Context: an optimization exercise on an open-source flow, tuned for small area, a short achievable clock period and few clock cycles. The choices shown serve that exercise and are no tape-out recipe. Function was checked by simulation only, so behaviour that the tests miss may differ from the original.

==> flow/design.v (outline; a module is shown in full before it is edited, if it fits) <==
// module muldiv_unit_mq: 1057 lines
module muldiv_unit_mq #(
  parameter int XLEN       = 32,
  parameter int HART_ID_W  = 1,
  parameter int REG_ADDR_W = 5
) (
  input  logic                  clk,
  input  logic                  rst_n,
  input  logic                  muldiv_start,
  input  logic [2:0]            muldiv_op,
  input  logic [XLEN-1:0]       muldiv_a,
  input  logic [XLEN-1:0]       muldiv_b,
  input  logic [HART_ID_W-1:0]  muldiv_hart_id,
  input  logic [REG_ADDR_W-1:0] muldiv_rd,
  input  logic                  muldiv_kill,
  input  logic [HART_ID_W-1:0]  muldiv_kill_hart_id,
  output logic                  muldiv_busy,
  output logic                  muldiv_done,
  output logic [XLEN-1:0]       muldiv_result,
  output logic [HART_ID_W-1:0]  muldiv_done_hart_id,
  output logic [REG_ADDR_W-1:0] muldiv_done_rd
);
  // ...
==> flow/run.sh <==
#!/bin/bash
# synth_recipe.tcl (not shown) runs the flow's synth.tcl, then flattens the netlist and writes it again
# the make line also repeats each setting of config.mk as NAME=value (left out here)
make -C /OpenROAD-flow-scripts/flow DESIGN_CONFIG=/design/flow/config.mk WORK_HOME=/design/flow/orfs CLKGATE_MAP_FILE= SYNTH_SCRIPT=/design/flow/synth_recipe.tcl finish
==> flow/config.mk <==
export PLATFORM = sky130hd
export DESIGN_NAME = muldiv_unit_mq
export DESIGN_NICKNAME = muldiv_unit_mq
export VERILOG_FILES = /design/flow/design.v
export SDC_FILE = /design/flow/constraint.sdc
export NUM_CORES = 4
export LEC_CHECK = 0
export ABC_AREA = 1
export CAP_MARGIN = 20
export CORE_MARGIN = 2
export CORE_UTILIZATION = 40
export SETUP_SLACK_MARGIN = 5
export SLEW_MARGIN = 20
==> flow/constraint.sdc <==
create_clock -name core_clock -period 10.0 [get_ports {clk}]
set_input_delay 2.0000 -clock core_clock [delete_from_list [all_inputs] [get_ports {clk}]]
set_output_delay 2.0000 -clock core_clock [all_outputs]
set_load 0.01 [all_outputs]
==> metrics.md, run 1 <==
| Metric | Value |
|---|---|
| First-pass GRT wire length | 279600 microns |
| Top Metal Used | met5 |
| Status | finished clean |
| Register clock-pin slew on the reported worst setup and hold paths | ~0.070 ns |
| Drt drc | 0 |
| GR Util All Layers | between 30% and 40% |
| Layout cells sized above 1 | around 14% |
| Port Buffers | ~120 |
| Max-slew headroom | 30.67% |
| CP max stage delay | 0.44 ns |
| Detail Route met3 WL | 30410 microns |
| Final TNS setup | 0 ns |
| WP buf/inv | 12 |
| Number of synthesized flops with an enable pin | 77 |
| Post-synthesis sequential area ratio | 17.13% |
| Worst-margin pin slew | 1.040 ns |
| Startpoint types | flip-flop |
| Hold_sp | frd_q[0] |
| Worst R2R End | s_q[7] |
| Simple-Gate Fraction of Synth Area | ~24% |
| Final cycle utilization of the critical path | 51.53% |
| Dpl cell area | 40170 sq um |
| Vias/cell | 6.040 |
| Hold path endpoint | drd_q[0] |
| Max-cap violations | 0 |
| Post-synthesis cell type count | 65 |
| Met2 WL | 77040 microns |
| Worst Path Max Fanout | 18 |
| Proportion of synthesized area in mux cells | less than 1% |
| Largest net degree at the start of global routing | 79 |
| Drt wl/cell | 27.98 microns |
| Fraction of area in registers | 14.08% |
| R2R Setup Slk | 4.85 ns |
| Largest register FFs | 64 |
| Fraction of synthesized cell area in xor and xnor cells | under 10% |
| Mapped Area | 37840 sq um |
| Die width | 311.6 microns |
| Mean post-synth cell area | ~6.7 sq um |
| Critical path type | reg2reg |
Testbench counts, summed over its fixed seeds: cycles 5,401.
==> run 2, diff against run 1 <==
--- a/flow/design.v
+++ b/flow/design.v
@@ -941,32 +941,22 @@
       for (int i = 32; i >= 0; i--)
         if ((i & d) != 0) begin
           gg[i] = gg[i] | (pp[i] & gg[(i & ~(2*d-1)) + d - 1]);
           pp[i] = pp[i] & pp[(i & ~(2*d-1)) + d - 1];
         end
     c = {gg[31:0], 1'b1};
     ksub33 = {gg[32], p ^ c};
   endfunction
-  logic [4:0] za, zb;
+  logic [4:0] za_q, zb_q;
   logic [5:0] sh;
   logic [4:0] sh2;
   logic       early;
-  assign za    = clz(b_q);              
-  assign zb    = clz(a_q[31:0]);        
-  assign sh    = {1'b0, zb} - {1'b0, za};
-  logic [31:0] dpfx, dmask;
-  always_comb begin
-    dpfx = a_q[31:0];
-    for (int d = 1; d < 32; d = d * 2)
-      for (int i = 0; i < 32; i++)
-        if (i + d < 32) dpfx[i] = dpfx[i] | dpfx[i+d];
-    dmask = ~{1'b0, dpfx[31:1]};
-  end
-  assign early = zero_q || ((b_q & dmask) == '0);
+  assign sh    = {1'b0, zb_q} - {1'b0, za_q};
+  assign early = zero_q || sh[5];
   assign sh2   = sh[4:0] | 5'd1;
   logic [33:0] d1, d2;
   logic        q1, q0;
   logic [32:0] r1, r2;
   assign d1 = ksub33(s_q[32:0], a_q);
   assign q1 = d1[33];
   assign r1 = q1 ? d1[32:0] : s_q[32:0];
   assign d2 = ksub33(r1, {1'b0, a_q[32:1]});
@@ -1039,16 +1029,18 @@
       rd_q   <= muldiv_rd;
       skip_q <= skip_in;
       zero_q <= (muldiv_b == '0);
       if (in_div) begin
         neg_q <= in_sgn && (muldiv_op[1] ? muldiv_a[31]
                                          : ((muldiv_a[31] ^ muldiv_b[31]) && (muldiv_b != '0)));
         a_q   <= {1'b0, b_abs};
         b_q   <= a_abs;
+        za_q  <= clz(a_abs);
+        zb_q  <= clz(b_abs);
       end else begin
         a_q   <= swap ? {sb && muldiv_b[31], muldiv_b} : {sa && muldiv_a[31], muldiv_a};
         b_q   <= swap ? muldiv_a : muldiv_b;
       end
     end
   end
   assign muldiv_done         = done_q && !(muldiv_kill && (dhart_q == muldiv_kill_hart_id));
   assign muldiv_result       = res_q;
==> run 2 against run 1 <==
  * Still clean
  * Clock skew decreased by 0.020 ns
  * Sequential share of layout area increased by 1.3 points
  * Cell count down 2.4%
==> metrics.md, run 2 <==
| Metric | Value |
|---|---|
| Core box area | 94730 sq um (was 93610 sq um) |
| Status | finished clean (unchanged) |
| Commonest cells after routing, fill and taps aside | nand2_1, inv_1, nor2_1 (unchanged) |
| Top flop regs | s_q x64, c_q x63, a_q x33 (unchanged) |
| Mapped Area | 38130 sq um (was 37840 sq um) |
| TritonCTS buffer count | 38 (was 40) |
| Post-route non-filler standard cell count | 6951 (was 7124) |
| Final instance area | 44050 sq um (was 46090 sq um) |
| Vias/cell | 5.733 (was 6.040) |
| Max-cap violations | 0 (unchanged) |
| Filler cell count | 9951 (was 9472) |
| R2R Setup Slk | 4.89 ns (was 4.85 ns) |
| GR Util All Layers | 35.79% (was 39.15%) |
| R2R Path Start | a_q[0] (was a_q[18]) |
| CP max stage delay | 0.40 ns (was 0.44 ns) |
| Die ar. | 97820 sq um (was 97090 sq um) |
| Placed cells | 6779 (was 6798) |
| Critical Path AT | 5.59 ns (was 5.71 ns) |
| Critical Path End Type | flip-flop (unchanged) |
| # clock sinks | 294 (was 284) |
| Hold_sp | frd_q[3] (was frd_q[0]) |
| Worst-margin pin slew | 1.141 ns (was 1.040 ns) |
| Flip-flop and latch area | 6788 sq um (was 6490 sq um) |
| Top-count cell post-synth | nand2_1 (unchanged) |
| Synth warn | 2 (unchanged) |
| Die width | 312.8 microns (was 311.6 microns) |
| Vias in the first global route | 38070 (was 39900) |
| Startpoint types | flip-flop (unchanged) |
| Ys async rst share | 1.701% (was 1.761%) |
| Register clock-pin slew on the reported worst setup and hold paths | 0.07 ns (about the same) |
| Clock latency on the worst-skew pair | 0.62 ns (was 0.63 ns) |
| DPL Wire Length | 138900 microns (was 141500 microns) |
| Unrepaired setup endpoints after global routing | yes (unchanged) |
| Drt drc | 0 (unchanged) |
| CTS Buffer Depth | 3 (unchanged) |
| Setup-failing EPs final | 0 (unchanged) |
| Multi-input logic area | 27780 sq um (was 28580 sq um) |
| CP max-delay cell | edfxtp_1 (unchanged) |
| Mean post-synth cell area | 6.838 sq um (was 6.733 sq um) |
| Commonest non-fill, non-tap cell in the layout | nand2_1 (unchanged) |
| Critical path type | reg2reg (unchanged) |
| Yosys top cell area share | 15.07% (was 15.18%) |
| Final Skew | 0.02187 ns (was 0.04195 ns) |
| Yosys reg bits | 294 (was 284) |
| Worst Path Max Fanout | 17 (was 18) |
| Largest net degree at the start of global routing | 76 (was 79) |
| Largest family of logic cells by synthesized area | simple AND/OR/NAND/NOR gates (unchanged) |
| Iter 0 DRT Violations | 4430 (was 6851) |
| Rows | 113 (was 112) |
| Proportion of synthesized area in mux cells | 0.1083% (was 0.05951%) |
| Post-synthesis cell type count | 60 (was 65) |
| Cell taking the most area after synthesis | fa_1 (unchanged) |
| Total Wirelength | 181400 microns (was 199300 microns) |
| Vias | 39850 (was 43030) |
| Die height | 312.8 microns (was 311.6 microns) |
| Layout cells sized above 1 | 9.989% (was 14.23%) |
| Worst EP required | 10.48 ns (was 10.56 ns) |
| Post-synthesis sequential area ratio | 17.78% (was 17.13%) |
| Dpl cell area | 40500 sq um (was 40170 sq um) |
| GRT overflow | 0 (unchanged) |
| Top reg by flops | s_q (unchanged) |
| Post-route antenna net violation count | 0 (unchanged) |
| Number of synthesized flops with an enable pin | 87 (was 77) |
| Area growth syn-to-layout | 15.53% (was 21.79%) |
| Fraction of synthesized cell area in xor and xnor cells | 8.446% (was 8.100%) |
| WHS | 0.3209 ns (was 0.3184 ns) |
| Clock root cell | clkbuf_16 (unchanged) |
| Min-Delay Path Class | reg2reg (unchanged) |
| Initial core utilization | 40.25% (was 40.43%) |
| Synth Area in Compound Gates | 16.99% (was 16.31%) |
| Final TNS setup | 0 ns (unchanged) |
| Simple-Gate Fraction of Synth Area | 23.23% (was 24.50%) |
| Io pins | 118 (unchanged) |
| CTS tree | built (unchanged) |
| Final hold violations | 0 (unchanged) |
| Critical Path Source | a_q[0] (was a_q[18]) |
| Ys flop type | dfxtp_1 (unchanged) |
| H-tree depth | 2 (unchanged) |
| Max-slew headroom | 23.87% (was 30.67%) |
| Top cells by area, synth | fa_1, dfxtp_1, nand2_1, inv_1, xor2_1 (was fa_1, nand2_1, dfxtp_1, inv_1, xor2_1) |
| Final-stage net count | 6217 (was 6390) |
| Synth Instances | 5577 (was 5621) |
| Syn nets | 6137 (was 6177) |
| Largest register FFs | 64 (unchanged) |
| Synth top cells by count | nand2_1, inv_1, nor2_1 (unchanged) |
| ANT cells | 0 (was 4) |
| Core Util, Final | 46.51% (was 49.24%) |
| Routability congestion estimate from global placement | 1.027 (was 1.022) |
| Fin crit period | 5.110 ns (was 5.153 ns) |
| First-pass GRT wire length | 257900 microns (was 279600 microns) |
| Final cycle utilization of the critical path | 51.10% (was 51.53%) |
| Antenna violations before repair | 7 (was 14) |
| Drt pass-1 iters | 6 (was 7) |
| Slew Limit Fails | 0 (unchanged) |
| F_max | 195.7 MHz (was 194.1 MHz) |
| Port Buffers | 117 (unchanged) |
| Synth Area in Adders | 21.47% (was 21.50%) |
| Drt wl/cell | 26.09 microns (was 27.98 microns) |
## run 2: cell count changes in the layout (fill, tap and decap cells not counted), sizes merged, moves of 16 or more
cell	delta
buf	-144
a21oi	-36
nand3	-35
nor3	-35
o211ai	+35
nand2	-32
o21ai	+25
inv	-23
o22ai	+19
xor2	+16
## run 2: metrics by stage
stage / worst slack (ns)
floorplan: 5.004
global placement: 2.411
detailed placement: 2.316
CTS: 4.921
global route: 4.734
finish: 4.890
## run 2: worst max-delay path, delay by kind of cell (launching register included)
family | cells | cell delay, ns
simple gates | 13 | 1.23
flops | 1 | 0.40
buf+inv | 7 | 0.96
fa+ha+maj | 4 | 1.25
compound gates | 8 | 1.14
## run 2: repair_timing
action | CTS | global route
resized for setup | 105 | 205
pin swaps | 19 | 107
endpoints found under the hold margin | 0 | 0
hold buffers | 0 | 0
setup endpoints to repair | 87 | 62
cloned | 10 | 5
buffers inserted | 36 | 52
## run 2: cells by family (layout without fill, tap and decap cells)
logic type               count (synthesis)  in the layout
XOR/XNOR                               366            366
buffers and inverters                 1190           1298
flip-flops                             294            294
multiplexers                             4              4
adder cells (fa/ha/maj)                482            482
AO/OA/AOI/OAI                         1127           1127
AND/OR/NAND/NOR                       2114           2115
## run 2: final timing paths
check	cells past startpoint	end
max	32	s_q[5]
min	0	drd_q[3]
max reg2reg	32	s_q[5]
min reg2reg	0	drd_q[3]
max in group asynchronous	1	st_q[2]
min in group asynchronous	1	done_q
## run 2: metal layers
metal / wire, microns / track usage (%) / vias to the layer above
met5: 80 / 0 / -
met4: 17700 / 27.51 / 12
met3: 15590 / 6.874 / 607
met2: 82250 / 58.47 / 2211
met1: 65760 / 41.45 / 18800
li1: - / - / 18220
## run 2: area by class of cell
class                   count  area share, %
clock buffers              48          2.479
clock inverters            21         0.7526
inverters                 931          8.140
multi-input cells        4094          63.06
flip-flops and latches    294          15.41
well taps                1265          3.593
repair buffers            292          6.498
repair inverters            6        0.06816
Testbench counts of run 2, summed over its fixed seeds: cycles 5,402.

[re-timing with driven ports]
No port has a modelled driver above. Below, the same layouts with a new extraction and two added sets of constraints.
Step 1 assumes that a clkbuf_16 drives the clock port and a buf_2 every other input.
Step 2 moves the port delays by t, midway between the first and last clock arrival at a register: inputs arrive t later, outputs are due t later. That takes back most of the time a late clock gives input paths.
Slacks: ideal / step 1 / step 2; pairs: ideal / step 1.
run | shift t [ns] | slack for setup (ns) | worst setup path after step 2 | slew at the worst register clock pin (ns) | worst slew at a driven data input, ns
run 1 | 0.682 | 4.847 / 4.847 / 4.478 | input to register | 0.07 / 0.07 | 0.09
run 2 | 0.686 | 4.890 / 4.890 / 4.550 | input to register | 0.08 / 0.08 | 0.06
After both steps setup and hold are still met in every run listed. For run 1, which loses most, drivers alone change the setup slack by 0.000 ns; drivers and shift together by -0.369 ns.
